Background: an optimization exercise with open tools, aiming at small area, a short achievable clock period and few clock cycles per item. Do not read the settings as production practice.

==> flow/design.v <==
`timescale 1ns/1ps
`default_nettype none
module clyde_ctrl (
    input  logic       clk,
    input  logic       arst_n,
    input  logic       start,
    output logic       busy,
    output logic       idle,
    output logic       done,
    output logic       cmd_load,
    output logic [3:0] w_even,
    output logic [3:0] w_odd
);
    localparam logic [3:0] W_INIT = 4'b0001;
    localparam logic [3:0] W_LAST = 4'b1100;
    logic [3:0] w_q;
    logic       last_step;
    logic [3:0] w_after;
    assign w_even    = w_q;
    assign w_odd     = {w_q[2:0], w_q[3] ^ w_q[0]};
    assign w_after   = {w_odd[2:0], w_odd[3] ^ w_odd[0]};
    assign idle      = ~busy;
    assign cmd_load  = start & idle;
    assign last_step = (w_q == W_LAST);
    always_ff @(posedge clk) begin
        w_q <= busy ? w_after : W_INIT;
    end
    always_ff @(posedge clk or negedge arst_n) begin
        if (!arst_n) begin
            busy <= 1'b0;
            done <= 1'b0;
        end else begin
            done <= busy & last_step;
            busy <= cmd_load | (busy & ~last_step);
        end
    end
endmodule
`default_nettype wire
`timescale 1ns/1ps
`default_nettype none
module clyde_andxor (
    input  logic a,
    input  logic b,
    input  logic c,
    output logic y
);
    assign y = (a & b) ^ c;
endmodule
module clyde_sbox_col (
    input  logic [3:0] x,
    output logic [3:0] y
);
    clyde_andxor u_y1 (.a(x[0]), .b(x[1]), .c(x[2]), .y(y[1]));
    clyde_andxor u_y0 (.a(x[3]), .b(x[0]), .c(x[1]), .y(y[0]));
    clyde_andxor u_y3 (.a(y[1]), .b(x[3]), .c(x[0]), .y(y[3]));
    clyde_andxor u_y2 (.a(y[0]), .b(y[1]), .c(x[3]), .y(y[2]));
endmodule
module clyde_sbox_layer (
    input  logic [127:0] state_in,
    output logic [127:0] state_out
);
    for (genvar c = 0; c < 32; c++) begin : g_col
        clyde_sbox_col u_col (
            .x ({state_in[96+c], state_in[64+c], state_in[32+c], state_in[c]}),
            .y ({state_out[96+c], state_out[64+c], state_out[32+c], state_out[c]})
        );
    end
endmodule
`default_nettype wire
`timescale 1ns/1ps
`default_nettype none
module clyde_lbox_layer (
    input  logic [127:0] state_in,
    input  logic [3:0]   w_value,
    output logic [127:0] state_out
);
    localparam int LB_ROT_A = 12;
    localparam int LB_ROT_B = 3;
    logic [31:0] r0, r1, r2, r3;
    logic [31:0] x_new0, y_new0, x_new1, y_new1;
    assign r0 = state_in[31:0];
    assign r1 = state_in[63:32];
    assign r2 = state_in[95:64];
    assign r3 = state_in[127:96];
    assign x_new0 = r0 ^ {r1[LB_ROT_A-1:0], r1[31:LB_ROT_A]};
    assign x_new1 = r2 ^ {r3[LB_ROT_A-1:0], r3[31:LB_ROT_A]};
    assign y_new0 = r1 ^ {x_new0[LB_ROT_B-1:0], x_new0[31:LB_ROT_B]};
    assign y_new1 = r3 ^ {x_new1[LB_ROT_B-1:0], x_new1[31:LB_ROT_B]};
    assign state_out = {y_new1[31:1], y_new1[0] ^ w_value[3],
                        x_new1[31:1], x_new1[0] ^ w_value[2],
                        y_new0[31:1], y_new0[0] ^ w_value[1],
                        x_new0[31:1], x_new0[0] ^ w_value[0]};
endmodule
`default_nettype wire
`timescale 1ns/1ps
`default_nettype none
module clyde_tweakey (
    input  logic         clk,
    input  logic         busy,
    input  logic         idle,
    input  logic [127:0] tweak,
    input  logic [127:0] key,
    output logic [127:0] tk_value
);
    logic [127:0] tweak_q;
    logic [127:0] tweak_d;
    assign tweak_d = ({128{busy}} & {tweak_q[63:0], tweak_q[63:0] ^ tweak_q[127:64]})
                   | ({128{idle}} & tweak);
    always_ff @(posedge clk) begin
        tweak_q <= tweak_d;
    end
    assign tk_value = key ^ tweak_d;
endmodule
`default_nettype wire
`timescale 1ns/1ps
`default_nettype none
module clyde_datapath (
    input  logic         clk,
    input  logic [127:0] data_in,
    input  logic [127:0] key,
    input  logic [127:0] tweak,
    input  logic         busy,
    input  logic         idle,
    input  logic         cmd_load,
    input  logic [3:0]   w_even,
    input  logic [3:0]   w_odd,
    output logic [127:0] data_out
);
    logic [127:0] state_q;
    logic [127:0] state_d;
    logic [127:0] sbox_a, lbox_a, sbox_b, lbox_b;
    logic [127:0] tk_value;
    clyde_sbox_layer u_sbox_a (.state_in(state_q), .state_out(sbox_a));
    clyde_lbox_layer u_lbox_a (.state_in(sbox_a), .w_value(w_even), .state_out(lbox_a));
    clyde_sbox_layer u_sbox_b (.state_in(lbox_a), .state_out(sbox_b));
    clyde_lbox_layer u_lbox_b (.state_in(sbox_b), .w_value(w_odd), .state_out(lbox_b));
    clyde_tweakey u_tweakey (
        .clk      (clk),
        .busy     (busy),
        .idle     (idle),
        .tweak    (tweak),
        .key      (key),
        .tk_value (tk_value)
    );
    assign state_d = (({128{busy}} & lbox_b) | ({128{idle}} & data_in)) ^ tk_value;
    always_ff @(posedge clk) begin
        if (busy | cmd_load) begin
            state_q <= state_d;
        end
    end
    assign data_out = state_q;
endmodule
`default_nettype wire
`timescale 1ns/1ps
`default_nettype none
module clyde_top (
    input  logic         clk,
    input  logic         arst_n,
    input  logic         start,
    input  logic [127:0] data_in,
    input  logic [127:0] key,
    input  logic [127:0] tweak,
    output logic [127:0] data_out,
    output logic         busy,
    output logic         done
);
    logic       cmd_load;
    logic       idle;
    logic [3:0] w_even;
    logic [3:0] w_odd;
    clyde_ctrl u_ctrl (
        .clk      (clk),
        .arst_n   (arst_n),
        .start    (start),
        .busy     (busy),
        .idle     (idle),
        .done     (done),
        .cmd_load (cmd_load),
        .w_even   (w_even),
        .w_odd    (w_odd)
    );
    clyde_datapath u_datapath (
        .clk      (clk),
        .data_in  (data_in),
        .key      (key),
        .tweak    (tweak),
        .busy     (busy),
        .idle     (idle),
        .cmd_load (cmd_load),
        .w_even   (w_even),
        .w_odd    (w_odd),
        .data_out (data_out)
    );
endmodule
`default_nettype wire
clock: 6.0 ns
lec_check: 0
cap_margin: 20
core_margin: 2
core_utilization: 50
setup_slack_margin: 2.0
slew_margin: 20
synth_hierarchical: 1
standard.sh (not shown) runs the stock make flow with config.mk's settings and CLKGATE_MAP_FILE= SYNTH_SCRIPT=/design/flow/synth_recipe.tcl, a recipe that flattens the netlist after the stock synthesis.
==> flow/flow/run.sh <==
#!/bin/bash
# Standard layout, with plain buf_1 cells as the port buffers in place of the
# delay buffers buffer_ports picks by default (every port still gets a
# buffer), and a clock tree built from mid-size clock buffers without
# dummy loads. Gates off the critical paths are then downsized (power
# recovery), which also trims area.
set -euo pipefail
export BUFFER_PORTS_ARGS="-buffer_cell sky130_fd_sc_hd__buf_1"
export CTS_ARGS="-sink_clustering_enable -repair_clock_nets -dont_use_dummy_load -buf_list {sky130_fd_sc_hd__clkbuf_4 sky130_fd_sc_hd__clkbuf_8}"
export RECOVER_POWER=100
bash standard.sh > standard_flow.log 2>&1
The baseline finished but fails on max-capacitance violations, max-slew violations.
Next try:
--- a/flow/flow/run.sh
+++ b/flow/flow/run.sh
@@ -5,2 +5 @@
-# dummy loads. Gates off the critical paths are then downsized (power
-# recovery), which also trims area.
+# dummy loads.
@@ -10 +8,0 @@
-export RECOVER_POWER=100
With this change the flow completed with no timing, DRC or antenna violations.
Setup slack gains 0.52 ns.
Die area does not change.
Via count barely changes.
Synthesized area does not change.
Utilization rises by 0.99 points.
Final area rises by 1.7%.
No run of this note included a check of the RTL's function; only the layout flow was run.

-- what the ideal ports hide --
No port has a modelled driver above. Below, the same layouts with a new extraction and two added sets of constraints. Step 1 (the two cells are an assumption about what drives the block):
set clk [get_ports {clk}]
set_driving_cell -lib_cell sky130_fd_sc_hd__clkbuf_16 $clk
set_driving_cell -lib_cell sky130_fd_sc_hd__buf_2 [delete_from_list [all_inputs] $clk]
Step 2 also shifts input and output timing later by t, the mid clock arrival at the registers, as if the neighbouring blocks saw the same clock. a / b / c = ideal / step 1 / step 2; a / b = the first two.
run | t, ns | setup WS [ns] | worst setup path after step 2 | clock arrival spread, ns
the first run | 0.655 | 1.336 / 1.336 / 1.336 | register to register | 0.024 / 0.024
the second run | 0.657 | 1.853 / 1.853 / 1.853 | register to register | 0.025 / 0.025
